Background: an optimization exercise with open tools, aiming at small area. Do not read the settings as production practice.
Only simulation tests tie the RTL to the original design; equivalence was not proved.
No activity file was given, so power comes from the tool's default toggle rates.

## unlocker
module unlocker
(
    input  logic              clk,
    input  logic              arstN,
    input  logic              locker,
    input  logic              btn1,
    input  logic              btn2,
    input  logic              btn3,
    input  logic              btn4,
    input  logic              btn5,
    input  logic              switch1,
    input  logic [3:0]        inputCount,
    input  logic [unlockerPkg::digitW-1:0] userNameInput0,
    input  logic [unlockerPkg::digitW-1:0] userNameInput1,
    input  logic [unlockerPkg::digitW-1:0] userNameInput2,
    input  logic [unlockerPkg::digitW-1:0] userNameInput3,
    input  logic [unlockerPkg::digitW-1:0] passwordInput0,
    input  logic [unlockerPkg::digitW-1:0] passwordInput1,
    input  logic [unlockerPkg::digitW-1:0] passwordInput2,
    input  logic [unlockerPkg::digitW-1:0] passwordInput3,
    input  logic              flagResolve,
    output logic              lock,
    output logic              flag,
    output logic              flagSelect,
    output logic              resetCount
);
For scale: ~720 cells after synthesis, about 260 flip-flops, roughly 50 I/O pins, roughly 11,000 um^2 of cells after synthesis.
Settings: LEC_CHECK=0, CAP_MARGIN=20, CORE_MARGIN=2, CORE_UTILIZATION=65, GPL_TIMING_DRIVEN=1, PLACE_DENSITY=0.75, SLEW_MARGIN=20; clock period 10.0 ns.
standard.sh (not shown) runs the stock make flow with config.mk's settings and CLKGATE_MAP_FILE= SYNTH_SCRIPT=/design/flow/synth_recipe.tcl, a recipe that flattens the netlist after the stock synthesis.
==> flow/flow/run.sh <==
#!/bin/bash
# The standard layout (standard.sh) with area-oriented settings:
#  - synthesis: synth_recipe.tcl with an area-oriented abc script (flow/synth.tcl, flow/area.abc)
#  - the smallest buffer (buf_1) on every port
#  - CTS with clkbuf_16 on clusters of up to 25 sinks and no dummy loads
set -euo pipefail
here=$(pwd)
export AREA_ABC_SCRIPT=$here/flow/area.abc
bash standard.sh \
  SYNTH_SCRIPT=$here/flow/synth.tcl \
  BUFFER_PORTS_ARGS="-buffer_cell sky130_fd_sc_hd__buf_1" \
  CTS_ARGS="-sink_clustering_enable -repair_clock_nets -sink_clustering_size 30 -sink_clustering_max_diameter 100 -buf_list sky130_fd_sc_hd__clkbuf_16 -dont_use_dummy_load" \
  finish > standard.log 2>&1
==> flow/flow/area.abc <==
strash
&get -n
&dch
&nf -R 1000 -a
&put
==> flow/flow/synth.tcl <==
# synth_recipe.tcl with one change: abc maps with this flow's area script (flow/area.abc).
# Registers are mapped by dfflibmap before abc, so they are the standard synthesis's.
proc synth {args} { yosys synth -nofsm -noshare {*}$args }
proc abc {args} {
  set i [lsearch -exact $args -script]
  if { $i >= 0 } {
    set args [lreplace $args $i [expr { $i + 1 }] -script $::env(AREA_ABC_SCRIPT)]
  }
  yosys abc {*}$args
}
source $::env(SCRIPTS_DIR)/synth.tcl
# left out here: clear keep_hierarchy, flatten, clean up, hide names made inside functions, write 1_2_yosys.v
The first run completed without violations.
Next try:
--- a/flow/flow/run.sh
+++ b/flow/flow/run.sh
@@ -11,3 +11,3 @@
   BUFFER_PORTS_ARGS="-buffer_cell sky130_fd_sc_hd__buf_1" \
-  CTS_ARGS="-sink_clustering_enable -repair_clock_nets -sink_clustering_size 30 -sink_clustering_max_diameter 100 -buf_list sky130_fd_sc_hd__clkbuf_16 -dont_use_dummy_load" \
+  CTS_ARGS="-sink_clustering_enable -repair_clock_nets -sink_clustering_size 25 -sink_clustering_max_diameter 80 -buf_list sky130_fd_sc_hd__clkbuf_16 -dont_use_dummy_load" \
   finish > standard.log 2>&1
--- a/flow/config.mk
+++ b/flow/config.mk
@@ -7,7 +7,6 @@
 export LEC_CHECK = 0
-export CAP_MARGIN = 20
+export CAP_MARGIN = 0
 export CORE_MARGIN = 2
-export CORE_UTILIZATION = 65
-export GPL_TIMING_DRIVEN = 1
-export PLACE_DENSITY = 0.75
-export SLEW_MARGIN = 20
+export CORE_UTILIZATION = 40
+export GPL_TIMING_DRIVEN = 0
+export SLEW_MARGIN = 0
After rerunning:
- The new run went through all stages and came out clean
- final area came out higher by a few percent
- non-clock buffer count came out lower by 3
- synthesized area stays the same
- total power came out higher by a few percent
- wire length came out higher by a few percent

## static timing again, ports no longer ideal
The results above use ideal ports. As a check the final layouts listed here were re-extracted and re-timed, cells and wires unchanged.
Step 1 assumes that a clkbuf_16 drives the clock port and a buf_2 every other input.
Step 2 moves the port delays by t, midway between the first and last clock arrival at a register: inputs arrive t later, outputs are due t later. That takes back most of the time a late clock gives input paths.
Three values: ideal ports, drivers, drivers and shift; two values: the first two.
run	t, ns	slack for setup (ns)	worst register clock-pin slew, ns	cell pins on the clock port's net
the first run	0.502	3.617 / 3.635 / 3.133	0.11 / 0.11	1
the second run	0.519	2.497 / 2.518 / 1.999	0.10 / 0.10	1
After both steps setup and hold are still met in every run listed. For the second run, which loses most, drivers alone change the setup slack by +0.021 ns; drivers and shift together by -0.498 ns.
